This design comes from an exercise in tuning for small area and a short achievable clock period on the open sky130 flow, not from production work. RTL that was checked went through simulation tests only; none was proved equivalent to the original. The RTL of run 7 was laid out without a check of its function.

==> design.v <==
module md_scheduler #(
    parameter int MULT_LAT = 5,
    parameter int DIV_LAT  = 10,
    parameter int CNT_W    = 4
) (
    input  logic                 clk_i,
    input  logic                 reset_n_i,
    input  logic                 start,
    input  logic [2:0]           mdop,
    input  logic [31:0]          rs_val,
    input  logic [31:0]          rt_val,
    input  logic                 md_use_d,
    output logic                 busy,
    output logic                 done,
    output logic                 stall,
    output logic [31:0]          hi,
    output logic [31:0]          lo
);
    localparam int W = 34;
    localparam logic [16:0] LA = 17'h07F80;
    logic             busy_q;
    logic [CNT_W-1:0] cnt_q;
    logic             div_q, sgn_q, sx_q;
    logic             issue_ok, op_mult, op_div, op_mthi, op_mtlo, last;
    assign op_mult  = (mdop[2:1] == 2'b00);
    assign op_div   = (mdop[2:1] == 2'b01);
    assign op_mthi  = (mdop == 3'b100);
    assign op_mtlo  = (mdop == 3'b101);
    assign issue_ok = start & ~busy_q;
    assign last     = (cnt_q == '0);
    always_ff @(posedge clk_i or negedge reset_n_i) begin
        if (!reset_n_i) begin
            busy_q <= 1'b0;
            cnt_q  <= '0;
        end else if (busy_q) begin
            if (last) busy_q <= 1'b0;
            cnt_q <= cnt_q - 1'b1;
        end else begin
            busy_q <= start & ~mdop[2];
            cnt_q  <= mdop[1] ? CNT_W'(DIV_LAT - 1) : CNT_W'(MULT_LAT - 1);
        end
    end
    assign busy  = busy_q;
    assign done  = busy_q & last;
    assign stall = md_use_d & (busy_q | (start & ~mdop[2]));
    logic [31:0]  y_q;           
    logic [31:0]  l_q;           
    logic [3:0]   lx_q;          
    logic [W-1:0] h_q;           
    logic         bp_q;          
    logic [31:0]  hi_q, lo_q;
    logic         dstep;         
    logic         ysg;           
    logic [W-1:0] yx;
    logic         dz;            
    assign dstep = div_q & ~last;
    assign ysg   = sgn_q & y_q[31];
    assign yx    = {ysg, ysg, y_q};
    assign dz    = (y_q == 32'd0);
    logic [3:0]   r_one, r_two, r_neg, r_xb;
    logic [W-1:0] r_a [4];
    logic [W-1:0] r_b [4];
    logic [W-1:0] r_s [4];
    logic [8:0]   bw;            
    assign bw = {l_q[7:0], bp_q};
    always_comb begin
        for (int r = 0; r < 4; r++) begin
            logic [2:0] t;
            t = bw[2*r +: 3];
            r_xb[r] = lx_q[3-r];
            if (dstep) begin
                r_one[r] = 1'b1;
                r_two[r] = 1'b0;
                r_neg[r] = dz | ~(((r == 0) ? h_q[W-1] : r_s[(r+3)%4][W-1]) ^ ysg);
            end else if (last) begin
                r_one[r] = ~div_q & ~sgn_q & bp_q;
                r_two[r] = div_q;
                r_neg[r] = div_q & ~(h_q[W-1] ^ ysg);
            end else begin
                r_one[r] = t[1] ^ t[0];
                r_two[r] = (t == 3'b100) | (t == 3'b011);
                r_neg[r] = t[2] & ~(t[1] & t[0]);
            end
        end
    end
    for (genvar r = 0; r < 4; r++) begin : g_row
        logic [W-1:0] prev;
        if (r == 0) begin : g_p0
            assign prev = h_q;
            assign r_a[r] = prev;
        end else begin : g_pn
            assign prev = r_s[r-1];
            assign r_a[r] = dstep ? {prev[W-2:0], r_xb[r]} : {prev[W-1], prev[W-1], prev[W-1:2]};
        end
        for (genvar j = 0; j < W; j++) begin : g_bit
            logic m1, m0;
            assign m1 = yx[j];
            assign m0 = (j == 0) ? 1'b0 : yx[(j == 0) ? 0 : j-1];
            assign r_b[r][j] = ((r_one[r] & m1) | (r_two[r] & m0)) ^ r_neg[r];
        end
        md_add #(.W(W), .LA(LA)) u_add (.a(r_a[r]), .b(r_b[r]), .ci(r_neg[r]), .s(r_s[r]));
    end
    logic zc, zr, take, inc;
    logic [30:0] qinc;
    logic [31:0] cq;
    assign zc   = (r_s[0][W-1:1] == '0);
    assign zr   = (h_q[W-1:1] == '0);
    assign take = ~dz & (zc | (~sx_q & h_q[W-1]) | (sx_q & ~h_q[W-1] & ~zr));
    assign inc  = take & r_neg[0];
    always_comb begin
        logic c;
        c = inc;
        for (int j = 0; j < 31; j++) begin
            qinc[j] = l_q[j] ^ c;
            c       = l_q[j] & c;
        end
    end
    logic s_in;
    assign s_in = op_div & ~mdop[0] & rs_val[31];
    always_ff @(posedge clk_i) begin
        if (!busy_q) begin
            y_q   <= rt_val;
            l_q   <= rs_val;
            lx_q  <= {4{s_in}};
            h_q   <= {W{s_in}};
            bp_q  <= 1'b0;
            div_q <= op_div;
            sgn_q <= ~mdop[0];
            sx_q  <= s_in;
        end else if (dstep) begin
            h_q  <= {r_s[3][W-2:0], l_q[31]};
            lx_q <= l_q[31:28];
            l_q  <= {l_q[27:0], r_neg[0], r_neg[1], r_neg[2], r_neg[3]};
        end else begin
            h_q  <= {r_s[3][W-1], r_s[3][W-1], r_s[3][W-1:2]};
            l_q  <= {r_s[3][1:0], r_s[2][1:0], r_s[1][1:0], r_s[0][1:0], l_q[31:8]};
            bp_q <= l_q[7];
        end
    end
    always_ff @(posedge clk_i or negedge reset_n_i) begin
        if (!reset_n_i) begin
            hi_q <= '0;
            lo_q <= '0;
        end else if (busy_q && last) begin
            hi_q <= ~div_q ? r_s[0][31:0] : take ? r_s[0][32:1] : h_q[32:1];
            lo_q <= div_q ? {qinc, ~take} : l_q;
        end else if (issue_ok && op_mthi) begin
            hi_q <= rs_val;
        end else if (issue_ok && op_mtlo) begin
            lo_q <= rs_val;
        end
    end
    assign hi = hi_q;
    assign lo = lo_q;
endmodule
module md_add #(
    parameter int W = 34,
    parameter logic [W/2-1:0] LA = '0
) (
    input  logic [W-1:0] a,
    input  logic [W-1:0] b,
    input  logic         ci,
    output logic [W-1:0] s
);
    logic [W/2:0] c;
    assign c[0] = ci;
    for (genvar k = 0; k < W/2; k++) begin : g
        logic a0, b0, a1, b1, h0, h1, g0, g1;
        assign a0 = a[2*k];   assign b0 = b[2*k];
        assign a1 = a[2*k+1]; assign b1 = b[2*k+1];
        assign h0 = a0 ^ b0;  assign g0 = a0 & b0;
        assign h1 = a1 ^ b1;  assign g1 = a1 & b1;
        if (LA[k]) begin : g_la
            assign s[2*k]   = h0 ^ c[k];
            assign s[2*k+1] = (h1 ^ g0) ^ (h0 & c[k]);
            assign c[k+1]   = g1 | (h1 & a0 & b0) | ((h1 & h0) & c[k]);
        end else begin : g_fa
            logic cm;
            assign s[2*k]   = h0 ^ c[k];
            assign cm       = g0 | (h0 & c[k]);
            assign s[2*k+1] = h1 ^ cm;
            assign c[k+1]   = g1 | (h1 & cm);
        end
    end
endmodule
==> flow/run.sh <==
#!/bin/bash
set -o pipefail
export BUFFER_PORTS_ARGS="-buffer_cell sky130_fd_sc_hd__buf_1"
export CTS_ARGS="-sink_clustering_enable -repair_clock_nets -dont_use_dummy_load"
bash standard.sh finish > standard.log 2>&1
==> standard.sh <==
#!/bin/bash
# synth_recipe.tcl (not shown) runs the flow's synth.tcl, then flattens the netlist and writes it again
# the make line also repeats each setting of config.mk as NAME=value (left out here)
make -C /OpenROAD-flow-scripts/flow DESIGN_CONFIG=/design/flow/config.mk WORK_HOME=/design/flow/orfs CLKGATE_MAP_FILE= SYNTH_SCRIPT=/design/flow/synth_recipe.tcl "${@:-finish}"
==> config.mk <==
export PLATFORM = sky130hd
export DESIGN_NAME = md_scheduler
export DESIGN_NICKNAME = md_scheduler
export VERILOG_FILES = /design/flow/design.v
export SDC_FILE = /design/flow/constraint.sdc
export NUM_CORES = 4
export LEC_CHECK = 0
export ABC_AREA = 1
export CAP_MARGIN = 20
export CORE_MARGIN = 2
export CORE_UTILIZATION = 40
export SLEW_MARGIN = 20
==> constraint.sdc <==
create_clock -name core_clock -period 110.0 [get_ports {clk_i}]
set_input_delay 22.0000 -clock core_clock [delete_from_list [all_inputs] [get_ports {clk_i}]]
set_output_delay 22.0000 -clock core_clock [all_outputs]
set_load 0.01 [all_outputs]
==> results of run 1 <==
==> layout by cell type, fill, tap and decap left out, types with 9 or more instances in the layout <==
cell,n
o21ai_0,178
a31o_2,11
a21oi_1,58
xor2_1,109
nor2_1,111
clkbuf_16,17
inv_1,179
nand3_1,56
fa_1,64
nand2_1,387
o22ai_1,138
inv_2,14
a31oi_1,50
nor4_1,9
nand3b_1,18
dfxtp_1,67
dfrtp_1,69
nand2_2,17
buf_1,136
o211ai_1,30
nand4_1,11
buf_4,24
edfxtp_1,38
xnor2_1,90
ha_1,135
o221ai_1,44
==> logic make-up after synthesis <==
group                      Yosys count
adders and majority gates          199
DFF                                174
buffers and inverters              318
AOI/OAI and AO/OA                  515
and+or+nand+nor                    629
muxes                                6
xor gates and xnor gates           200
==> worst max-delay path, cell delays in order <==
cell and delay [ns]:
buf_1 0.12, inv_1 0.07, a21oi_1 0.17, nor2_1 0.06, buf_1 0.13
==> path summary, 6_finish.rpt <==
kind / slack (ns) / start / to
min in group asynchronous: 21.72 / reset_n_i / cnt_q[2]
max: 65.45 / mdop[2] / stall
min reg2reg: 0.48 / cnt_q[0] / cnt_q[0]
max in group asynchronous: 87.64 / reset_n_i / hi_q[25]
max reg2reg: 67.64 / cnt_q[0] / h_q[33]
min: 0.48 / cnt_q[0] / cnt_q[0]
==> registers in the layout (all words and copies together) (netlist names) <==
name    flops
h_q        34
hi_q       32
l_q        32
lo_q       32
y_q        32
cnt_q       4
lx_q        3
bp_q        1
busy_q      1
div_q       1
sgn_q       1
sx_q        1
==> stage by stage <==
stage	hold WS (ns)	utilization
finish	0.479	0.438
global route	0.509	0.438
floorplan	0.423	-
detailed placement	0.466	0.427
global placement	0.438	0.427
CTS	0.477	0.438
==> layer usage <==
layer | track usage | wire [um]
met5 | 0 | 0
met4 | 0.0833 | 1380
met3 | 0.0443 | 3810
met2 | 0.399 | 23200
met1 | 0.354 | 23800
==> layout make-up <==
type	count	area [um2]
repair buffers	161	696
fillers	4094	22300
inverters	198	746
clock buffers	17	425
multi-input cells	1549	10600
diodes	1	2.50
well taps	525	657
flip-flops and latches	174	4210
==> flow_summary.json, run 1 <==
{
  "synth-async-reset-ratio": 0.397,
  "cts_root_buffer": "clkbuf_16",
  "drc": 0,
  "place.gp.congestion": 0.916,
  "rsz0062_at_grt": "false",
  "grt_util_all_layers": 0.254,
  "wl_um": 52100,
  "overflow": 0,
  "clock-sinks": 174,
  "ctsResizeCount": 0,
  "grt_max_degree": 70,
  "synth_compound_area_frac": 0.194,
  "avgRoutedWirePerCell_um": 19.9,
  "die_w_um": 204,
  "crit_type": "primary input to output pin",
  "synth-simple-area-share": 0.168,
  "relSlewSlack": 0.284,
  "syn_area_um2": 16000,
  "vias": 14900,
  "viasPerCell": 5.68,
  "hold_buffers": 0,
  "tightest_slew_ns": 1.07,
  "finalHoldViolations": 0,
  "synth_area_leaders": "dfrtp_1 (11%), ha_1 (11%), nand2_1 (9.1%), dfxtp_1 (8.4%), fa_1 (8.0%)",
  "cp_max_fo": 3,
  "status": "no timing/DRC/antenna violations",
  "setup_slack_ns": 65.45,
  "syn-mean-instance-area_um2": 7.85,
  "yosysTopAreaCell": "dfrtp_1",
  "start_util": 0.404,
  "synth.area.mux_share": 0.00383,
  "synth_cells": 2041,
  "start_kind": "primary input",
  "crit_arrival_ns": 22.55,
  "drive_gt1_frac": 0.0491,
  "core_um2": 39600,
  "fp.dieH_um": 204,
  "dieArea_um2": 41600,
  "area_growth_pct": 8.32,
  "clockBufferDepth": 2,
  "dp_hpwl_um": 40200,
  "grt_pass1_wl_um": 82400,
  "drtIter0Drc": 1475,
  "clock_skew_ns": 0.0328,
  "synth_edf_count": 38,
  "yosysMostFrequentCell": "nand2_1",
  "dr.pass1.iters": 5,
  "synth_top_family_by_area": "compound AO/OA/AOI/OAI gates",
  "min_period_over_period": 0.405,
  "setup_tns_ns": 0,
  "boundaryPins": 138,
  "ant_nets": 0,
  "max_freq_mhz": 22.4,
  "cts_buffers": 17,
  "synth_fp_nets": 2311,
  "cp.required_ns": 88.00,
  "clk_latency_ns": 0.45,
  "ys_warn_count": 6,
  "min_period_ns": 44.55,
  "fin_cells": 2625,
  "yosysSeqAreaShare": 0.263,
  "antenna_found_initial": 1,
  "end_kind": "output pin",
  "synth_ff_type": "dfrtp_1",
  "synth_top_cell_area_share": 0.108,
  "postCtsSetupRepairBufs": 0,
  "nets": 2371,
  "synthXorXnorAreaFrac": 0.110,
  "place_inst": 2607,
  "place_ws_ns": 65.46,
  "row_count": 73,
  "final_area_um2": 17300,
  "port_buffers": 137,
  "slew_violations": 0,
  "holdPathStages": 1,
  "grt_pass1_vias": 14600,
  "clkSlewWorstSetupHoldPaths_ns": 0.08,
  "rr_worst_depth": 172,
  "hold_path_class": "flop to flop",
  "finalSetupViolations": 0,
  "yosysUniqueCellTypes": 44,
  "synth.ff_latch_count": 174,
  "cts_tree": "done",
  "synthAdderAreaFrac": 0.185,
  "yosys-top-cells-count": "nand2_1 (387), inv_1 (181), o21ai_0 (178)",
  "maxCapViolCount": 0,
  "htreeDepth": 4,
  "dpl_cell_area_um2": 16900
}
==> inputs of run 2 (changes only) <==
==> flow/run.sh (replaced) <==
#!/bin/bash
set -o pipefail
export BUFFER_PORTS_ARGS="-buffer_cell sky130_fd_sc_hd__buf_1"
export CTS_ARGS="-sink_clustering_enable -repair_clock_nets -dont_use_dummy_load -buf_list sky130_fd_sc_hd__clkbuf_8 -sink_buffer_max_cap_derate 0.5"
bash standard.sh finish > standard.log 2>&1
--- a/config.mk
+++ b/config.mk
@@ -9,4 +9,5 @@
 export CAP_MARGIN = 20
 export CORE_MARGIN = 2
 export CORE_UTILIZATION = 40
+export GPL_TIMING_DRIVEN = 0
 export SLEW_MARGIN = 20
==> run 2 against run 1 <==
Still clean. Worst setup slack worse by 0.12 ns. Sequential share of layout area is 0.19 points lower. Wire length is 21% higher. Critical path depth is 171 higher. Synthesized cell count stayed put. Area after synthesis stayed put. Die area stayed put. Cell area is 0.78% higher. Largest cell class unchanged.
==> flow_summary.json, run 2 <==
{
  "status": "no timing/DRC/antenna violations",
  "die_w_um": 204,
  "synth_fp_nets": 2311,
  "drc": 0,
  "finalHoldViolations": 0,
  "setup_tns_ns": 0,
  "clockBufferDepth": 2,
  "fp.dieH_um": 204,
  "syn_area_um2": 16000,
  "cts_root_buffer": "clkbuf_8",
  "end_kind": "flop",
  "cp_slowest_cell": "buf_1",
  "dieArea_um2": 41600,
  "worst-r2r-setup-slack_ns": 65.34,
  "crit_arrival_ns": 45.02,
  "postCtsSetupRepairBufs": 0,
  "max_freq_mhz": 22.4,
  "cts_tree": "done",
  "grt_max_degree": 33,
  "hold_buffers": 0,
  "clkSlewWorstSetupHoldPaths_ns": 0.07,
  "ctsResizeCount": 0,
  "diodes": 0,
  "start_kind": "flop",
  "cts_buffers": 17,
  "crit_type": "flop to flop",
  "overflow": 0,
  "final_util": 0.441,
  "synth_edf_count": 38,
  "top_register": "h_q",
  "final_common_cell": "nand2_1",
  "clock_skew_ns": 0.0480,
  "syn-mean-instance-area_um2": 7.85,
  "area_growth_pct": 9.17,
  "clock-sinks": 174,
  "yosysSeqAreaShare": 0.263,
  "yosys-top-cells-count": "nand2_1 (387), inv_1 (181), o21ai_0 (178)",
  "max_stage_delay_ns": 0.57,
  "nets": 2470,
  "min_period_ns": 44.66,
  "relSlewSlack": 0.375,
  "largest_register_ffs": 34,
  "clk_latency_ns": 0.54,
  "rr_worst_depth": 176,
  "slew_violations": 0,
  "rsz0062_at_grt": "false",
  "place.gp.congestion": 0.989,
  "rr_startpoint": "cnt_q[0]",
  "synth_ff_type": "dfrtp_1",
  "min_period_over_period": 0.406,
  "holdPathStages": 1,
  "row_count": 73,
  "dr.pass1.iters": 5,
  "maxCapViolCount": 0,
  "r2r_end": "h_q[33]",
  "min-delay-start": "cnt_q[0]",
  "yosysMostFrequentCell": "nand2_1",
  "grt_util_all_layers": 0.304,
  "top_usage_layer": "met2",
  "cp.required_ns": 110.36,
  "synth_cells": 2041,
  "ant_nets": 0,
  "grt.met2_usage": 0.496,
  "boundaryPins": 138,
  "drive_gt1_frac": 0.0391,
  "ys_warn_count": 6,
  "core_um2": 39600,
  "cp-startpoint": "cnt_q[0]",
  "synth-async-reset-ratio": 0.397,
  "synth_top_cell_area_share": 0.108,
  "htreeDepth": 4,
  "grt_pass1_wl_um": 93700,
  "start_util": 0.404,
  "grt_use_met3": 0.0548,
  "port_buffers": 137,
  "dp_hpwl_um": 51700,
  "drtIter0Drc": 1626,
  "synth_area_leaders": "dfrtp_1 (11%), ha_1 (11%), nand2_1 (9.1%), dfxtp_1 (8.4%), fa_1 (8.0%)",
  "layout_common_cells": "nand2_1 (387), inv_1 (181), o21ai_0 (178), buf_1 (148), o22ai_1 (138)",
  "grt.met1_usage": 0.384,
  "tightest_slew_ns": 0.937,
  "antenna_found_initial": 0,
  "wl_um": 63200,
  "avgRoutedWirePerCell_um": 23.2,
  "viasPerCell": 5.82,
  "worst_hold_path.endpoint": "cnt_q[0]",
  "yosysTopAreaCell": "dfrtp_1",
  "vias": 15900,
  "synth.ff_latch_count": 174,
  "grt_pass1_vias": 15500,
  "crit_top_cell": "fa_1",
  "hold_path_class": "flop to flop",
  "cp_max_fo": 10,
  "yosysUniqueCellTypes": 44,
  "finalSetupViolations": 0
}
run 2: worst max-delay path by stage:
stage | endpoint | slack, ns | cells past startpoint
4_1_cts | stall | 65.38 | 5
2_1_floorplan | stall | 65.71 | 3
3_3_place_gp | stall | 65.39 | 5
5_1_grt | h_q[33] | 63.30 | 176
3_5_place_dp | stall | 65.38 | 5
6_report | h_q[33] | 65.34 | 176
run 2: critical path: cells and delay by family, from the launching register on:
family / cells / cell delay, ns
adder cells (fa/ha/maj): 65 / 29.84
AND/OR/NAND/NOR: 85 / 8.66
buffers and inverters: 13 / 3.38
AO/OA/AOI/OAI: 8 / 1.22
XOR/XNOR: 5 / 0.93
flip-flops: 1 / 0.38
run 2: metal layers:
metal / up-vias / routed length, um / share of wire
met4: 0 / 3540 / 0.056
met3: 172 / 5320 / 0.084
met1: 7534 / 25700 / 0.41
met5: - / 0 / 0
met2: 827 / 28700 / 0.45
li1: 7322 / - / -
run 2: logic make-up after synthesis:
logic type               Yosys count  share of synthesized area
XOR/XNOR                         200                      0.110
adder cells (fa/ha/maj)          199                      0.185
multiplexers                       6                    0.00383
AND/OR/NAND/NOR                  629                      0.168
buffers and inverters            318                     0.0756
AO/OA/AOI/OAI                    515                      0.194
flip-flops                       174                      0.263
run 2: layout make-up:
| type | instances | area (um2) |
|---|---|---|
| plain buffers | 120 | 465 |
| well taps | 525 | 657 |
| inverters | 198 | 746 |
| fillers | 4107 | 22200 |
| flip-flops and latches | 174 | 4210 |
| repair buffers | 140 | 576 |
| clock buffers | 17 | 234 |
| multi-input cells | 1549 | 10600 |
run 2: per-stage QoR:
stage               std cells  setup WS, ns  instance area, um2  hold slack (ns)
floorplan                2041         65.71               16000            0.423
CTS                      2723         65.38               17500            0.455
global route             2723         63.30               17500            0.463
global placement         2703         65.39               17200            0.439
detailed placement       2706         65.38               17200            0.445
finish                   2723         65.34               17500            0.454
==> inputs of run 3 (changes only) <==
--- a/config.mk
+++ b/config.mk
@@ -9,5 +9,4 @@
 export CAP_MARGIN = 20
 export CORE_MARGIN = 2
 export CORE_UTILIZATION = 40
-export GPL_TIMING_DRIVEN = 0
 export SLEW_MARGIN = 20
==> run 3 against run 2 <==
Still clean on timing, DRC and antenna. Sequential share of layout area rose by 0.46 points. Register-to-register slack improved by 2.3 ns. Cell area fell by 1.9%. Global-route usage fell by 5.0 points. Clock-buffer cell count did not move. Synthesized cell count did not move. Non-clock buffer count fell by 99. Critical path type is now primary input to output pin.
==> flow_summary.json, run 3 <==
{
  "yosysTopAreaCell": "dfrtp_1",
  "end_kind": "output pin",
  "synth_top_cell_area_share": 0.108,
  "finalHoldViolations": 0,
  "place.gp.congestion": 0.916,
  "nets": 2371,
  "ctsResizeCount": 0,
  "synth_cells": 2041,
  "drc": 0,
  "slew_violations": 0,
  "start_util": 0.404,
  "cts_buffers": 17,
  "crit_arrival_ns": 22.55,
  "antenna_found_initial": 0,
  "start_kind": "primary input",
  "clkSlewWorstSetupHoldPaths_ns": 0.12,
  "ant_nets": 0,
  "setup_tns_ns": 0,
  "place_ws_ns": 65.46,
  "cts_tree": "done",
  "status": "no timing/DRC/antenna violations",
  "grt_pass1_vias": 14600,
  "cp_max_fo": 3,
  "yosysMostFrequentCell": "nand2_1",
  "syn-mean-instance-area_um2": 7.85,
  "boundaryPins": 138,
  "largest_register_ffs": 34,
  "synth_ff_type": "dfrtp_1",
  "diodes": 0,
  "layout_common_cells": "nand2_1 (387), inv_1 (179), o21ai_0 (178), o22ai_1 (138), buf_1 (136)",
  "hold-worst-slack_ns": 0.482,
  "dr.pass1.iters": 5,
  "hold_buffers": 0,
  "yosysUniqueCellTypes": 44,
  "synth_edf_count": 38,
  "grt_max_degree": 70,
  "hold_path_class": "flop to flop",
  "setup_slack_ns": 65.45,
  "grt_pass1_wl_um": 82300,
  "finalSetupViolations": 0,
  "core_um2": 39600,
  "clockBufferDepth": 2,
  "viasPerCell": 5.69,
  "yosys-top-cells-count": "nand2_1 (387), inv_1 (181), o21ai_0 (178)",
  "die_w_um": 204,
  "dp_hpwl_um": 40200,
  "area_growth_pct": 7.11,
  "max_freq_mhz": 22.4,
  "yosysSeqAreaShare": 0.263,
  "max_stage_delay_ns": 0.17,
  "port_buffers": 137,
  "relSlewSlack": 0.281,
  "avgRoutedWirePerCell_um": 19.9,
  "cts_root_buffer": "clkbuf_8",
  "postCtsSetupRepairBufs": 0,
  "cp_slowest_cell": "a21oi_1",
  "htreeDepth": 4,
  "ys_warn_count": 6,
  "synth_area_leaders": "dfrtp_1 (11%), ha_1 (11%), nand2_1 (9.1%), dfxtp_1 (8.4%), fa_1 (8.0%)",
  "rsz0062_at_grt": "false",
  "fp.dieH_um": 204,
  "tightest_slew_ns": 1.08,
  "syn_area_um2": 16000,
  "dpl_cell_area_um2": 16900,
  "maxCapViolCount": 0,
  "cp_cell_sequence": "buf_1 -> inv_1 -> a21oi_1 -> nor2_1 -> buf_1",
  "crit_top_cell": "buf_1",
  "crit_type": "primary input to output pin",
  "final_area_um2": 17200,
  "top_register": "h_q",
  "synth-async-reset-ratio": 0.397,
  "row_count": 73,
  "vias": 14900,
  "wl_um": 52200,
  "min_period_over_period": 0.405,
  "clock_skew_ns": 0.0502,
  "clock-sinks": 174,
  "cp.required_ns": 88.00,
  "synth.ff_latch_count": 174,
  "fill_cells": 4120,
  "synth_fp_nets": 2311,
  "drtIter0Drc": 1405,
  "clk_latency_ns": 0.51,
  "drive_gt1_frac": 0.0491,
  "min_period_ns": 44.55,
  "final_common_cell": "nand2_1",
  "grt_util_all_layers": 0.254,
  "dieArea_um2": 41600,
  "overflow": 0
}
==> run 3: cell counts after synthesis <==
No cell type changed its count.
==> run 3: area by class of cell <==
class / instances / area, um2 / area share
Clock buffer: 17 / 234 / 0.0136
Timing Repair Buffer: 161 / 696 / 0.0406
Inverter: 198 / 746 / 0.0435
Multi-Input combinational cell: 1549 / 10600 / 0.619
Sequential cell: 174 / 4210 / 0.245
Tap cell: 525 / 657 / 0.0383
==> run 3: final timing paths <==
path                            startpoint        to  slack [ns]  cells after the start
worst max-delay path               mdop[2]     stall       65.45                      5
worst min-delay path              cnt_q[0]  cnt_q[0]        0.48                      1
worst max register to register    cnt_q[0]   h_q[33]       67.60                    172
worst min register to register    cnt_q[0]  cnt_q[0]        0.48                      1
max in group asynchronous        reset_n_i  lo_q[15]       87.70                      2
min in group asynchronous        reset_n_i  cnt_q[2]       21.65                      2
==> run 3: worst max-delay path: cells and delay by family <==
kind | cells | cell delay (ns)
buffers and inverters | 3 | 0.32
AOI/OAI and AO/OA | 1 | 0.17
and+or+nand+nor | 1 | 0.06
==> run 3: stage by stage <==
step / cells / util
CTS: 2624 / 0.433
global route: 2624 / 0.433
global placement: 2607 / 0.427
finish: 2624 / 0.433
floorplan: 2041 / -
detailed placement: 2607 / 0.427
==> run 3: metal layers <==
metal | global-route usage | up-vias | wire length [um]
li1 | - | 7109 | -
met1 | 0.352 | 7143 | 23600
met2 | 0.394 | 601 | 22900
met3 | 0.0461 | 76 | 4020
met4 | 0.0960 | 0 | 1720
met5 | 0 | - | 0
==> run 3: cells by family after synthesis <==
logic type / synth area share
AO/OA/AOI/OAI: 0.194
multiplexers: 0.00383
adder cells (fa/ha/maj): 0.185
XOR/XNOR: 0.110
buffers and inverters: 0.0756
flip-flops: 0.263
AND/OR/NAND/NOR: 0.168
==> inputs of run 4 (changes only) <==
--- a/design.v
+++ b/design.v
@@ -17,7 +17,7 @@
     output logic [31:0]          lo
 );
     localparam int W = 34;
-    localparam logic [16:0] LA = 17'h07F80;
+    localparam logic [16:0] LA = 17'h0FFC0;
     logic             busy_q;
     logic [CNT_W-1:0] cnt_q;
     logic             div_q, sgn_q, sx_q;
==> flow/run.sh (replaced) <==
#!/bin/bash
set -o pipefail
here=$PWD
{
  sed -n '1p' synth_recipe.tcl
  cat <<T
proc abc {args} {
  set i [lsearch -exact \$args -script]
  if {\$i >= 0} { set args [lreplace \$args [expr {\$i + 1}] [expr {\$i + 1}] $here/flow/area.abc] }
  yosys abc {*}\$args
}
T
  sed -n '2,$p' synth_recipe.tcl
} > synth_area.tcl
sed "s#SYNTH_SCRIPT=[^ ]*#SYNTH_SCRIPT=$here/synth_area.tcl#" standard.sh > standard_area.sh
export BUFFER_PORTS_ARGS="-buffer_cell sky130_fd_sc_hd__buf_1"
export CTS_ARGS="-sink_clustering_enable -repair_clock_nets -dont_use_dummy_load"
bash standard_area.sh finish > standard.log 2>&1
==> flow/area.abc (new file) <==
strash
dc2
dch -f
amap
topo
stime -c
upsize -c
dnsize -c
==> run 4 against run 3 <==
Clock-buffer cell count stayed put. Global-route usage is 3.8 points higher. First-iteration DRC count is 3.5% higher. Via count is 5.9% higher. Die area is 5.4% lower. Worst hold slack worse by 0.0072 ns. Wire length is 9.3% higher. Cell area is 0.93% lower. Utilization is 2.1 points higher.
==> flow_summary.json, run 4 <==
{
  "ys_warn_count": 6,
  "top_register": "h_q",
  "wl_um": 57100,
  "dieArea_um2": 39400,
  "synth_top_cell_area_share": 0.131,
  "cts_buffers": 17,
  "holdPathStages": 2,
  "place.gp.congestion": 0.921,
  "area_growth_pct": 12.3,
  "synth_fp_nets": 2135,
  "yosysSeqAreaShare": 0.278,
  "drtIter0Drc": 1454,
  "syn-mean-instance-area_um2": 8.15,
  "ctsResizeCount": 0,
  "overflow": 0,
  "synth_cells": 1857,
  "hold-worst-slack_ns": 0.474,
  "fin_cells": 2553,
  "row_count": 71,
  "avgRoutedWirePerCell_um": 22.4,
  "crit_arrival_ns": 22.54,
  "max_freq_mhz": 22.5,
  "worst_hold_path.endpoint": "lo_q[14]",
  "antenna_found_initial": 1,
  "relSlewSlack": 0.220,
  "grt_util_all_layers": 0.292,
  "start_kind": "primary input",
  "grt.met2_usage": 0.467,
  "synth_area_leaders": "ha_1 (13%), dfrtp_1 (11%), a21oi_1 (8.9%), dfxtp_1 (8.9%), o22ai_1 (7.6%)",
  "core_um2": 37500,
  "nets": 2322,
  "htreeDepth": 4,
  "port_buffers": 137,
  "status": "no timing/DRC/antenna violations",
  "viasPerCell": 6.19,
  "grt_max_degree": 82,
  "postCtsSetupRepairBufs": 0,
  "synth-async-reset-ratio": 0.397,
  "fp.dieH_um": 198,
  "grt.met1_usage": 0.393,
  "drive_gt1_frac": 0.0470,
  "clock_skew_ns": 0.0336,
  "clock-sinks": 174,
  "rr_startpoint": "y_q[30]",
  "fill_cells": 3804,
  "dp_hpwl_um": 41900,
  "boundaryPins": 138,
  "cp.required_ns": 88.00,
  "diodes": 0,
  "tightest_slew_ns": 1.16,
  "yosysUniqueCellTypes": 54,
  "grt_use_met3": 0.0414,
  "final_common_cell": "nor2_1",
  "worst-r2r-setup-slack_ns": 70.49,
  "rsz0062_at_grt": "false",
  "finalHoldViolations": 0,
  "ant_nets": 0,
  "finalSetupViolations": 0,
  "clk_latency_ns": 0.47,
  "die_w_um": 198,
  "layout_common_cells": "nor2_1 (277), a21oi_1 (269), o22ai_1 (184), ha_1 (159), o21ai_0 (145)",
  "start_util": 0.404,
  "grt_pass1_vias": 14900,
  "clkSlewWorstSetupHoldPaths_ns": 0.06,
  "min-delay-start": "lo_q[14]",
  "min_period_ns": 44.54,
  "min_period_over_period": 0.405,
  "place_inst": 2536,
  "largest_register_ffs": 34,
  "cp_max_fo": 3,
  "rr_worst_depth": 164,
  "dr.pass1.iters": 6,
  "synth_edf_count": 38,
  "synth_ff_type": "dfrtp_1",
  "crit_type": "primary input to output pin",
  "slew_violations": 0,
  "hold_path_class": "flop to flop",
  "clockBufferDepth": 2,
  "cts_root_buffer": "clkbuf_16",
  "top_usage_layer": "met2",
  "cts_tree": "done",
  "yosysTopAreaCell": "ha_1",
  "syn_area_um2": 15100,
  "setup_tns_ns": 0,
  "end_kind": "output pin",
  "yosysMostFrequentCell": "nor2_1",
  "hold_buffers": 0,
  "vias": 15800,
  "drc": 0,
  "maxCapViolCount": 0,
  "synth.ff_latch_count": 174,
  "grt_pass1_wl_um": 88100,
  "r2r_end": "h_q[32]",
  "yosys-top-cells-count": "nor2_1 (284), a21oi_1 (270), o22ai_1 (184)"
}
[run 4: cell count changes after synthesis, moves of 39 or more]
cell      change
nor2_1      +172
o221ai_1     -42
xnor2_1      -90
o22a_1       +39
a22oi_1      +69
inv_1       -181
clkbuf_1    -101
nand2_1     -272
o22ai_1      +46
xor2_1      -108
clkinv_1    +117
a21oi_1     +212
[run 4: worst max-delay path: stages]
cell	delay, ns
buf_1	0.07
clkinv_1	0.09
a21oi_1	0.18
nor2b_1	0.07
buf_1	0.13
[run 4: kinds of logic (layout without fill, tap and decap cells)]
logic type                 after synthesis  count (layout)  share of synthesized area
AOI/OAI and AO/OA                      845             845                      0.349
and+or+nand+nor                        506             506                      0.143
adders and majority gates              207             207                      0.195
DFF                                    174             174                      0.278
buffers and inverters                  124             309                     0.0339
xor gates and xnor gates                 1               1                   0.000579
[run 4: worst max path at each step]
stage,slack [ns],cells past startpoint,start,to
after floorplan,65.68,3,mdop[2],stall
after global placement,65.47,5,mdop[2],stall
after detailed placement,65.45,5,mdop[2],stall
after CTS,65.45,5,mdop[2],stall
after global routing,65.38,5,mdop[2],stall
final,65.46,5,mdop[2],stall
[run 4: layer usage]
metal | part of all wire | wire length [um]
met2 | 0.45 | 25500
met1 | 0.44 | 25000
met4 | 0.043 | 2470
met5 | 0 | 0
met3 | 0.072 | 4090
[run 4: layout make-up]
class / instances / area [um2] / share of cell area
clock buffers: 17 / 425 / 0.0250
inverters: 124 / 513 / 0.0302
multi-input cells: 1559 / 10500 / 0.615
flip-flops and latches: 174 / 4210 / 0.248
well taps: 511 / 639 / 0.0376
repair buffers: 168 / 751 / 0.0442
[run 4: stage by stage]
stage	setup WS, ns	area, um2	utilization
after floorplan	65.68	15100	-
after global placement	65.47	16600	0.442
after detailed placement	65.45	16600	0.442
after CTS	65.45	17000	0.453
after global routing	65.38	17000	0.453
final	65.46	17000	0.453
==> inputs of run 5 (changes only) <==
==> flow/area.abc (replaced) <==
strash
&get -n
&deepsyn -T 60
&put
dch -f
amap
topo
stime -c
upsize -c
dnsize -c
==> run 5 against run 4 <==
Still clean. Non-clock buffer count decreased by 4. Clock-buffer cell count is the same. Worst setup slack worse by 0.056 ns. Synthesized cell count shrank 2.9%. Die area is 1.2% lower. Fmax shrank 0.13%. First-iteration DRC count increased by 7.1%.
==> flow_summary.json, run 5 <==
{
  "clock-sinks": 174,
  "boundaryPins": 138,
  "port_buffers": 137,
  "fill_cells": 3658,
  "dr.pass1.iters": 6,
  "cts_tree": "done",
  "final_util": 0.456,
  "syn-mean-instance-area_um2": 8.29,
  "overflow": 0,
  "tightest_slew_ns": 1.20,
  "grt.met2_usage": 0.471,
  "finalHoldViolations": 0,
  "clock_skew_ns": 0.0282,
  "synth_edf_count": 38,
  "nets": 2265,
  "yosysTopAreaCell": "ha_1",
  "dieArea_um2": 38900,
  "dp_hpwl_um": 42300,
  "hold_path_class": "flop to flop",
  "hold-worst-slack_ns": 0.475,
  "area_growth_pct": 11.9,
  "row_count": 70,
  "core_um2": 36700,
  "final_area_um2": 16700,
  "finalSetupViolations": 0,
  "dpl_cell_area_um2": 16300,
  "drive_gt1_frac": 0.0529,
  "synth_area_leaders": "ha_1 (13%), dfrtp_1 (12%), o22ai_1 (10%), dfxtp_1 (9.0%), edfxtp_1 (7.6%)",
  "postCtsSetupRepairBufs": 0,
  "grt_pass1_vias": 14400,
  "slew_violations": 0,
  "grt_use_met3": 0.0601,
  "max_freq_mhz": 22.4,
  "cp-startpoint": "mdop[2]",
  "clkSlewWorstSetupHoldPaths_ns": 0.06,
  "grt.met1_usage": 0.396,
  "final_common_cell": "o22ai_1",
  "drtIter0Drc": 1557,
  "end_kind": "output pin",
  "layout_common_cells": "o22ai_1 (250), nor2_1 (235), clkinv_1 (210), a21oi_1 (173), ha_1 (159)",
  "rr_startpoint": "cnt_q[0]",
  "largest_register_ffs": 34,
  "grt_util_all_layers": 0.294,
  "synth-async-reset-ratio": 0.397,
  "ant_nets": 0,
  "synth_ff_type": "dfrtp_1",
  "top_register": "h_q",
  "clk_latency_ns": 0.47,
  "min-delay-start": "cnt_q[0]",
  "cts_root_buffer": "clkbuf_16",
  "cts_buffers": 17,
  "viasPerCell": 6.27,
  "syn_area_um2": 14900,
  "status": "no timing/DRC/antenna violations",
  "drc": 0,
  "yosysMostFrequentCell": "o22ai_1",
  "vias": 15400,
  "min_period_ns": 44.60,
  "synth_cells": 1804,
  "start_util": 0.407,
  "clockBufferDepth": 2,
  "synth.ff_latch_count": 174,
  "yosysSeqAreaShare": 0.282,
  "fp.dieH_um": 197,
  "ctsResizeCount": 0,
  "synth_fp_nets": 2082,
  "crit_arrival_ns": 22.60,
  "maxCapViolCount": 0,
  "ys_warn_count": 6,
  "avgRoutedWirePerCell_um": 23.1,
  "relSlewSlack": 0.195,
  "wl_um": 56600,
  "grt_max_degree": 99,
  "crit_type": "primary input to output pin",
  "yosys-top-cells-count": "o22ai_1 (250), nor2_1 (240), clkinv_1 (211)",
  "rsz0062_at_grt": "false",
  "htreeDepth": 4,
  "min_period_over_period": 0.405,
  "antenna_found_initial": 0,
  "setup_tns_ns": 0,
  "start_kind": "primary input",
  "hold_buffers": 0,
  "cp.required_ns": 88.00,
  "die_w_um": 197,
  "grt_pass1_wl_um": 87400,
  "synth_top_cell_area_share": 0.133,
  "cp_max_fo": 3,
  "top_usage_layer": "met2",
  "yosysUniqueCellTypes": 60,
  "place.gp.congestion": 0.938
}
## run 5: cell types whose count changed after synthesis, sizes merged, moves of 21 or more
cell | previous run | this run
a21oi | 276 | 177
a222oi | 7 | 29
a22oi | 70 | 44
a31oi | 38 | 13
clkinv | 120 | 211
nand3 | 34 | 12
nor2 | 288 | 244
o21ai | 150 | 129
o21bai | 4 | 38
o221ai | 2 | 41
o22a | 39 | 3
o22ai | 184 | 251
o32a | 28 | 3
## run 5: final timing paths
check                            to  slack (ns)  cells after the start
setup reg to reg            h_q[32]       68.20                    169
setup / recovery              stall       65.40                      5
min in group asynchronous  lo_q[23]       21.68                      1
hold reg to reg            cnt_q[0]        0.48                      1
hold / removal             cnt_q[0]        0.48                      1
max in group asynchronous   hi_q[8]       87.64                      1
## run 5: per-stage QoR
step,instances,setup slack [ns]
CTS,2453,65.40
global placement,2436,65.44
detailed placement,2436,65.40
global route,2453,65.01
floorplan,1804,65.67
finish,2454,65.40
## run 5: critical path, cell delays in order
cell	delay, ns
buf_1	0.13
clkinv_1	0.08
a21oi_1	0.19
nor2b_1	0.07
buf_1	0.12
## run 5: area by class of cell
class / count / area, um2 / share of cell area
inverters: 221 / 896 / 0.0536
multi-input cells: 1409 / 9880 / 0.591
repair buffers: 164 / 721 / 0.0431
flip-flops and latches: 174 / 4210 / 0.252
clock buffers: 17 / 425 / 0.0254
well taps: 468 / 586 / 0.0350
diodes: 1 / 2.50 / 0.000150
## run 5: logic make-up after synthesis
logic type	share of synthesized area
buffers and inverters	0.0599
DFF	0.282
AOI/OAI and AO/OA	0.339
and+or+nand+nor	0.122
adders and majority gates	0.197
## run 5: layer usage
metal,up-vias,share of wire
met5,-,0
met3,111,0.087
li1,7274,-
met4,0,0.032
met2,771,0.45
met1,7224,0.43
==> inputs of run 6 (changes only) <==
==> flow/area.abc (replaced) <==
strash
&get -n
&deepsyn -T 20
&put
dch -f
amap
topo
stime -c
upsize -c
dnsize -c
==> run 6 against run 5 <==
Utilization stayed put. Final cell count stayed put. Worst hold slack stayed put. Sequential cell count did not move. Via count unchanged. Cell area unchanged. First-iteration DRC count is the same. Fmax unchanged. Global-route usage unchanged. Critical endpoint unchanged. Largest cell class unchanged.
==> flow_summary.json, run 6 <==
{
  "status": "no timing/DRC/antenna violations",
  "final_util": 0.456,
  "avgRoutedWirePerCell_um": 23.1,
  "ys_warn_count": 6,
  "cp.required_ns": 88.00,
  "tightest_slew_ns": 1.20,
  "dieArea_um2": 38900,
  "grt_max_degree": 99,
  "min_period_ns": 44.60,
  "rr_worst_depth": 169,
  "cp-startpoint": "mdop[2]",
  "holdPathStages": 1,
  "die_w_um": 197,
  "synth-async-reset-ratio": 0.397,
  "row_count": 70,
  "crit_top_cell": "buf_1",
  "start_kind": "primary input",
  "hold_path_class": "flop to flop",
  "fin_cells": 2454,
  "wl_um": 56600,
  "largest_register_ffs": 34,
  "critical_path_buf_inv_count": 3,
  "ant_nets": 0,
  "clk_latency_ns": 0.47,
  "min_period_over_period": 0.405,
  "drive_gt1_frac": 0.0529,
  "antenna_found_initial": 0,
  "end_kind": "output pin",
  "cts_root_buffer": "clkbuf_16",
  "max_freq_mhz": 22.4,
  "critPathTopFamily": "buffers and inverters",
  "r2r_end": "h_q[32]",
  "start_util": 0.407,
  "finalHoldViolations": 0,
  "top_register": "h_q",
  "grt_pass1_vias": 14400,
  "min-delay-start": "cnt_q[0]",
  "yosysSeqAreaShare": 0.282,
  "area_growth_pct": 11.9,
  "vias": 15400,
  "synth_edf_count": 38,
  "worst-r2r-setup-slack_ns": 68.20,
  "postCtsSetupRepairBufs": 0,
  "place.gp.congestion": 0.938,
  "synth_area_leaders": "ha_1 (13%), dfrtp_1 (12%), o22ai_1 (10%), dfxtp_1 (9.0%), edfxtp_1 (7.6%)",
  "cp_cell_sequence": "buf_1 -> clkinv_1 -> a21oi_1 -> nor2b_1 -> buf_1",
  "yosysUniqueCellTypes": 60,
  "setup_tns_ns": 0,
  "hold_buffers": 0,
  "clock_skew_ns": 0.0282,
  "clock-sinks": 174,
  "yosysMostFrequentCell": "o22ai_1",
  "viasPerCell": 6.27,
  "grt_util_all_layers": 0.294,
  "layout_common_cells": "o22ai_1 (250), nor2_1 (235), clkinv_1 (210), a21oi_1 (173), ha_1 (159)",
  "cp_slowest_cell": "a21oi_1",
  "synth_top_cell_area_share": 0.133,
  "dr.pass1.iters": 6,
  "htreeDepth": 4,
  "port_buffers": 137,
  "grt_pass1_wl_um": 87400,
  "worst_hold_path.endpoint": "cnt_q[0]",
  "max_stage_delay_ns": 0.19,
  "maxCapViolCount": 0,
  "rr_startpoint": "cnt_q[0]",
  "synth_ff_type": "dfrtp_1",
  "yosysTopAreaCell": "ha_1",
  "cts_tree": "done",
  "syn_area_um2": 14900,
  "rsz0062_at_grt": "false",
  "synth_cells": 1804,
  "clkSlewWorstSetupHoldPaths_ns": 0.06,
  "drc": 0,
  "drtIter0Drc": 1557,
  "slew_violations": 0,
  "place_ws_ns": 65.40,
  "final_common_cell": "o22ai_1",
  "clockBufferDepth": 2,
  "setup_slack_ns": 65.40,
  "finalSetupViolations": 0,
  "nets": 2265,
  "yosys-top-cells-count": "o22ai_1 (250), nor2_1 (240), clkinv_1 (211)",
  "synth.ff_latch_count": 174,
  "boundaryPins": 138,
  "place_inst": 2436,
  "core_um2": 36700,
  "cp_max_fo": 3,
  "overflow": 0,
  "cts_buffers": 17,
  "relSlewSlack": 0.195,
  "crit_arrival_ns": 22.60,
  "fp.dieH_um": 197,
  "syn-mean-instance-area_um2": 8.29,
  "dp_hpwl_um": 42300,
  "ctsResizeCount": 0,
  "synth_fp_nets": 2082,
  "crit_type": "primary input to output pin"
}
[run 6: cell counts in the layout (fill, tap and decap cells not counted)]
No cell type changed its count.
[run 6: worst max-delay path by stage]
stage / endpoint / slack [ns] / depth (start not counted)
floorplan: stall / 65.67 / 3
global placement: stall / 65.44 / 5
detailed placement: stall / 65.40 / 5
CTS: stall / 65.40 / 5
global route: h_q[32] / 65.01 / 169
finish: stall / 65.40 / 5
[run 6: area by class of cell]
| class | count | area (um2) |
|---|---|---|
| Antenna cell | 1 | 2.50 |
| Tap cell | 468 | 586 |
| Clock buffer | 17 | 425 |
| Timing Repair Buffer | 164 | 721 |
| Inverter | 221 | 896 |
| Multi-Input combinational cell | 1409 | 9880 |
| Fill cell | 3658 | 20000 |
| Sequential cell | 174 | 4210 |
[run 6: stage by stage]
stage | hold WS (ns) | area, um2
5_1_grt | 0.507 | 16700
2_1_floorplan | 0.438 | 14900
4_1_cts | 0.482 | 16700
3_3_place_gp | 0.461 | 16300
3_5_place_dp | 0.469 | 16300
6_report | 0.475 | 16700
[run 6: worst register-to-register path, delay by kind of cell, from the launching register on]
family                   cells  cell delay (ns)
AO/OA/AOI/OAI               99            15.14
adder cells (fa/ha/maj)     49            21.85
buffers and inverters        9             2.29
flip-flops                   1             0.39
AND/OR/NAND/NOR             12             2.01
[run 6: kinds of logic (layout without fill, tap and decap cells)]
logic type,Yosys count,count (layout),synth area share
AND/OR/NAND/NOR,428,428,0.122
other,0,1,0
AO/OA/AOI/OAI,774,774,0.339
buffers and inverters,221,402,0.0599
adder cells (fa/ha/maj),207,207,0.197
flip-flops,174,174,0.282
[run 6: metal layers]
| metal | vias to the layer above | global-route usage | wire [um] |
|---|---|---|---|
| met5 | - | 0 | 0 |
| met3 | 111 | 0.0601 | 4950 |
| met2 | 771 | 0.471 | 25700 |
| met4 | 0 | 0.102 | 1810 |
| li1 | 7274 | - | - |
| met1 | 7224 | 0.396 | 24200 |
==> inputs of run 7 (changes only) <==
--- a/design.v
+++ b/design.v
@@ -17,7 +17,7 @@
     output logic [31:0]          lo
 );
     localparam int W = 34;
-    localparam logic [16:0] LA = 17'h0FFC0;
+    localparam logic [16:0] LA = 17'h0FF80;
     logic             busy_q;
     logic [CNT_W-1:0] cnt_q;
     logic             div_q, sgn_q, sx_q;
==> run 7 against run 6 <==
Global-route usage fell by 0.37 points. Die area shrank 1.5%. First-iteration DRC count grew 6.0%. Non-clock buffer count up 2. Critical path depth stayed put. Still clean on timing, DRC and antenna. Clock-buffer cell count stayed put. Critical path type unchanged. Via count shrank 1.9%. Worst setup slack gained 0.058 ns. Worst hold slack got worse by 0.0068 ns. Sequential share of layout area grew 0.25 points. Clock skew fell by 0.00079 ns.
==> flow_summary.json, run 7 <==
{
  "cp_slowest_cell": "a21oi_1",
  "boundaryPins": 138,
  "clkSlewWorstSetupHoldPaths_ns": 0.05,
  "layout_common_cells": "o22ai_1 (242), nor2_1 (214), clkinv_1 (189), nand2_1 (157), ha_1 (147)",
  "drive_gt1_frac": 0.0525,
  "viasPerCell": 6.26,
  "worst_hold_path.endpoint": "lo_q[17]",
  "avgRoutedWirePerCell_um": 23.0,
  "synth_ff_type": "dfrtp_1",
  "place.gp.congestion": 0.933,
  "ys_warn_count": 6,
  "crit_top_cell": "buf_1",
  "grt.met2_usage": 0.459,
  "synth_area_leaders": "ha_1 (12%), dfrtp_1 (12%), o22ai_1 (10%), dfxtp_1 (9.1%), edfxtp_1 (7.8%)",
  "cp_cell_sequence": "buf_1 -> clkinv_1 -> a21oi_1 -> nor2b_1 -> buf_1",
  "synth.ff_latch_count": 174,
  "grt_max_degree": 70,
  "yosys-top-cells-count": "o22ai_1 (242), nor2_1 (220), clkinv_1 (190)",
  "tightest_slew_ns": 0.995,
  "fin_cells": 2410,
  "dp_hpwl_um": 40800,
  "clock_skew_ns": 0.0274,
  "synth_fp_nets": 2033,
  "fp.dieH_um": 196,
  "max_freq_mhz": 22.5,
  "dieArea_um2": 38300,
  "rr_worst_depth": 169,
  "cp.required_ns": 88.00,
  "grt.met1_usage": 0.393,
  "place_inst": 2392,
  "clockBufferDepth": 2,
  "path_depth": 5,
  "setup_tns_ns": 0,
  "maxCapViolCount": 0,
  "yosysUniqueCellTypes": 55,
  "r2r_end": "h_q[32]",
  "syn-mean-instance-area_um2": 8.37,
  "synth_cells": 1759,
  "yosysSeqAreaShare": 0.286,
  "syn_area_um2": 14700,
  "clk_latency_ns": 0.46,
  "core_um2": 36400,
  "crit_arrival_ns": 22.54,
  "nets": 2218,
  "finalSetupViolations": 0,
  "postCtsSetupRepairBufs": 0,
  "cp_max_fo": 2,
  "synth_edf_count": 38,
  "cts_buffers": 17,
  "cts_tree": "done",
  "vias": 15100,
  "rsz0062_at_grt": "false",
  "end_kind": "output pin",
  "clock-sinks": 174,
  "wl_um": 55400,
  "top_register": "h_q",
  "holdPathStages": 2,
  "final_util": 0.454,
  "start_util": 0.404,
  "overflow": 0,
  "diodes": 0,
  "worst-r2r-setup-slack_ns": 67.31,
  "ant_nets": 0,
  "synth_top_cell_area_share": 0.125,
  "yosysTopAreaCell": "ha_1",
  "relSlewSlack": 0.336,
  "min_period_ns": 44.54,
  "row_count": 70,
  "grt_use_met3": 0.0505,
  "dr.pass1.iters": 9,
  "min_period_over_period": 0.405,
  "die_w_um": 196,
  "fill_cells": 3628,
  "grt_util_all_layers": 0.291,
  "synth-async-reset-ratio": 0.397,
  "slew_violations": 0,
  "largest_register_ffs": 34,
  "critical_path_buf_inv_count": 3,
  "rr_startpoint": "cnt_q[0]",
  "hold_buffers": 0,
  "cts_root_buffer": "clkbuf_16",
  "status": "no timing/DRC/antenna violations",
  "drtIter0Drc": 1651,
  "max_stage_delay_ns": 0.17,
  "hold_path_class": "flop to flop",
  "port_buffers": 137,
  "critPathTopFamily": "buffers and inverters",
  "ctsResizeCount": 0,
  "final_common_cell": "o22ai_1",
  "grt_pass1_vias": 14300,
  "antenna_found_initial": 0,
  "start_kind": "primary input",
  "grt_pass1_wl_um": 86200,
  "htreeDepth": 4,
  "area_growth_pct": 12.5,
  "drc": 0,
  "crit_type": "primary input to output pin",
  "min-delay-start": "lo_q[17]",
  "yosysMostFrequentCell": "o22ai_1",
  "hold-worst-slack_ns": 0.469,
  "finalHoldViolations": 0,
  "top_usage_layer": "met2"
}
[run 7: cell types whose count changed after synthesis, sizes merged, moves of 12 or more]
cell    change
a21oi      -54
o22a       +12
nor2       -18
nor2b      -12
nand2      +51
ha         -12
o21ai      +20
clkinv     -21
[run 7: cell type report]
| type | count | area (um2) | area share |
|---|---|---|---|
| multi-input combinational | 1385 | 9780 | 0.590 |
| timing repair buffer | 166 | 768 | 0.0464 |
| tap | 468 | 586 | 0.0354 |
| sequential | 174 | 4210 | 0.254 |
| inverter | 200 | 792 | 0.0478 |
| clock buffer | 17 | 425 | 0.0257 |
[run 7: how the worst max path moves through the flow]
stage,to,from,slack [ns]
floorplan,stall,mdop[2],65.69
global placement,stall,mdop[2],65.44
detailed placement,stall,mdop[2],65.45
CTS,stall,mdop[2],65.45
global route,h_q[32],cnt_q[0],64.11
finish,stall,mdop[2],65.46
[run 7: cells by family (layout without fill, tap and decap cells)]
| kind of cell | Yosys count | in the layout | synth area share |
|---|---|---|---|
| compound gates | 742 | 742 | 0.335 |
| simple gates | 440 | 440 | 0.124 |
| fa+ha+maj | 203 | 203 | 0.201 |
| buf+inv | 200 | 383 | 0.0538 |
| flops | 174 | 174 | 0.286 |
[run 7: worst register-to-register path, delay by kind of cell (launching register included)]
| family | cells | cell delay (ns) |
|---|---|---|
| DFF | 1 | 0.38 |
| AOI/OAI and AO/OA | 90 | 13.51 |
| and+or+nand+nor | 13 | 1.73 |
| buffers and inverters | 9 | 1.45 |
| adders and majority gates | 57 | 25.47 |
[run 7: per-layer routing]
metal	wire (um)	part of all wire	up-vias
met3	5310	0.096	130
met2	24700	0.45	788
met1	23100	0.42	7077
met5	0	0	-
li1	-	-	7096
met4	2220	0.040	0
[run 7: through the flow]
stage	setup slack [ns]	instance area [um2]
floorplan	65.69	14700
global placement	65.44	16100
detailed placement	65.45	16100
CTS	65.45	16500
global route	64.11	16600
finish	65.46	16600
==> inputs of run 8 (changes only) <==
--- a/design.v
+++ b/design.v
@@ -17,7 +17,7 @@
     output logic [31:0]          lo
 );
     localparam int W = 34;
-    localparam logic [16:0] LA = 17'h0FF80;
+    localparam logic [16:0] LA = 17'h07FC0;
     logic             busy_q;
     logic [CNT_W-1:0] cnt_q;
     logic             div_q, sgn_q, sx_q;
==> run 8 against run 7 <==
Area after synthesis is 0.43% lower. Fmax hardly changed. Critical endpoint unchanged.
==> flow_summary.json, run 8 <==
{
  "status": "no timing/DRC/antenna violations",
  "grt_pass1_wl_um": 87400,
  "relSlewSlack": 0.273,
  "htreeDepth": 4,
  "syn-mean-instance-area_um2": 8.36,
  "area_growth_pct": 12.2,
  "ctsResizeCount": 0,
  "start_kind": "primary input",
  "start_util": 0.403,
  "grt_max_degree": 108,
  "synth_cells": 1752,
  "finalHoldViolations": 0,
  "overflow": 0,
  "cts_tree": "done",
  "yosysMostFrequentCell": "o22ai_1",
  "place.gp.congestion": 0.964,
  "core_um2": 36300,
  "hold-worst-slack_ns": 0.476,
  "tightest_slew_ns": 1.08,
  "end_kind": "output pin",
  "drive_gt1_frac": 0.0491,
  "yosysUniqueCellTypes": 60,
  "cts_buffers": 17,
  "syn_area_um2": 14700,
  "largest_register_ffs": 34,
  "setup_tns_ns": 0,
  "boundaryPins": 138,
  "wl_um": 57000,
  "synth_top_cell_area_share": 0.126,
  "finalSetupViolations": 0,
  "crit_arrival_ns": 22.57,
  "final_common_cell": "o22ai_1",
  "yosys-top-cells-count": "o22ai_1 (280), nor2_1 (202), clkinv_1 (188)",
  "hold_buffers": 0,
  "antenna_found_initial": 1,
  "layout_common_cells": "o22ai_1 (280), nor2_1 (200), clkinv_1 (187), nand2_1 (153), ha_1 (147)",
  "row_count": 70,
  "synth.ff_latch_count": 174,
  "drtIter0Drc": 1632,
  "ys_warn_count": 6,
  "drc": 0,
  "synth_fp_nets": 2026,
  "clockBufferDepth": 2,
  "min_period_over_period": 0.405,
  "slew_violations": 0,
  "port_buffers": 137,
  "synth-async-reset-ratio": 0.397,
  "avgRoutedWirePerCell_um": 23.7,
  "yosysSeqAreaShare": 0.287,
  "maxCapViolCount": 0,
  "top_register": "h_q",
  "dieArea_um2": 38200,
  "fp.dieH_um": 195,
  "ant_nets": 0,
  "grt_util_all_layers": 0.299,
  "max_freq_mhz": 22.4,
  "viasPerCell": 6.31,
  "synth_ff_type": "dfrtp_1",
  "grt_pass1_vias": 14500,
  "cts_root_buffer": "clkbuf_16",
  "dp_hpwl_um": 41300,
  "clock_skew_ns": 0.0265,
  "cp.required_ns": 88.00,
  "synth_edf_count": 38,
  "diodes": 0,
  "min_period_ns": 44.57,
  "clock-sinks": 174,
  "die_w_um": 195,
  "clkSlewWorstSetupHoldPaths_ns": 0.07,
  "nets": 2212,
  "postCtsSetupRepairBufs": 0,
  "synth_area_leaders": "ha_1 (13%), o22ai_1 (12%), dfrtp_1 (12%), dfxtp_1 (9.2%), edfxtp_1 (7.8%)",
  "clk_latency_ns": 0.46,
  "yosysTopAreaCell": "ha_1",
  "crit_type": "primary input to output pin",
  "rsz0062_at_grt": "false",
  "hold_path_class": "flop to flop",
  "dr.pass1.iters": 9,
  "cp_max_fo": 2,
  "fill_cells": 3595,
  "vias": 15200
}
==> run 8: layout make-up <==
type | count | area [um2] | share of cell area
clock buffer | 17 | 425 | 0.0259
inverter | 196 | 786 | 0.0478
multi-input combinational | 1382 | 9680 | 0.589
sequential | 174 | 4210 | 0.256
tap | 468 | 586 | 0.0356
timing repair buffer | 167 | 756 | 0.0460
==> run 8: logic make-up after synthesis <==
| family | Yosys count | synth area share |
|---|---|---|
| flops | 174 | 0.287 |
| simple gates | 417 | 0.119 |
| compound gates | 761 | 0.338 |
| xor+xnor | 1 | 0.000598 |
| buf+inv | 196 | 0.0536 |
| fa+ha+maj | 203 | 0.202 |
==> run 8: critical path, cell delays in order <==
cell and delay (ns):
buf_1 0.10, clkinv_1 0.10, a21oi_1 0.18, nor2b_1 0.07, buf_1 0.12
==> run 8: per-layer routing <==
layer,routed length [um],GRT usage
met3,4720,0.0473
met4,2340,0.133
met5,0,0
met2,25900,0.478
met1,24100,0.399
==> run 8: stage by stage <==
step | cell area (um2) | std cells | worst slack [ns] | util
final | 16400 | 2404 | 65.43 | 0.452
after global routing | 16400 | 2404 | 63.27 | 0.452
after CTS | 16400 | 2404 | 65.42 | 0.452
after detailed placement | 16000 | 2387 | 65.42 | 0.441
after global placement | 16000 | 2387 | 65.46 | 0.441
after floorplan | 14700 | 1752 | 65.68 | -
==> run 8: path summary, 6_finish.rpt <==
path | startpoint | endpoint | slack, ns | cells past startpoint
max in group asynchronous | reset_n_i | lo_q[27] | 87.54 | 2
setup / recovery | mdop[2] | stall | 65.43 | 5
hold reg to reg | cnt_q[0] | cnt_q[0] | 0.48 | 1
hold / removal | cnt_q[0] | cnt_q[0] | 0.48 | 1
min in group asynchronous | reset_n_i | busy_q | 21.80 | 2
setup reg to reg | cnt_q[0] | h_q[33] | 66.16 | 169

[afterwards: timing with drivers on the ports]
The flow's constraints put no driver on any port. The routed layouts listed below were extracted and timed again, unchanged, in two steps.
Step 1 sets driving cells, clkbuf_16 on the clock port and buf_2 on the other inputs (assumed; they add their load-dependent delay and slew).
Step 2, shift: input delay + t, output delay - t, t = (earliest + latest rising clock arrival at the registers) / 2. This alone moves slack from input paths to output paths.
Slacks: ideal / step 1 / step 2; pairs: ideal / step 1.
run | t (ns) | slack for setup (ns) | hold WS [ns] | worst setup path at the end | worst slew at a driven data input, ns
run 1 | 0.487 | 65.454 / 65.431 / 65.431 | 0.479 / 0.479 / 0.479 | input to output | 0.05
run 2 | 0.570 | 65.338 / 65.333 / 65.333 | 0.454 / 0.454 / 0.454 | input to output | 0.05
run 3 | 0.529 | 65.451 / 65.428 / 65.428 | 0.482 / 0.482 / 0.482 | input to output | 0.05
run 4 | 0.510 | 65.458 / 65.432 / 65.432 | 0.474 / 0.474 / 0.474 | input to output | 0.05
run 5 | 0.507 | 65.402 / 65.378 / 65.378 | 0.475 / 0.475 / 0.475 | input to output | 0.04
run 6 | 0.507 | 65.402 / 65.378 / 65.378 | 0.475 / 0.475 / 0.475 | input to output | 0.04
run 7 | 0.497 | 65.459 / 65.435 / 65.435 | 0.469 / 0.469 / 0.469 | input to output | 0.05
run 8 | 0.497 | 65.427 / 65.404 / 65.404 | 0.476 / 0.476 / 0.476 | input to output | 0.04
After both steps every run listed still meets setup and hold. The setup slack of run 4, which loses most, moves by -0.026 ns with the drivers and by -0.026 ns with both steps.
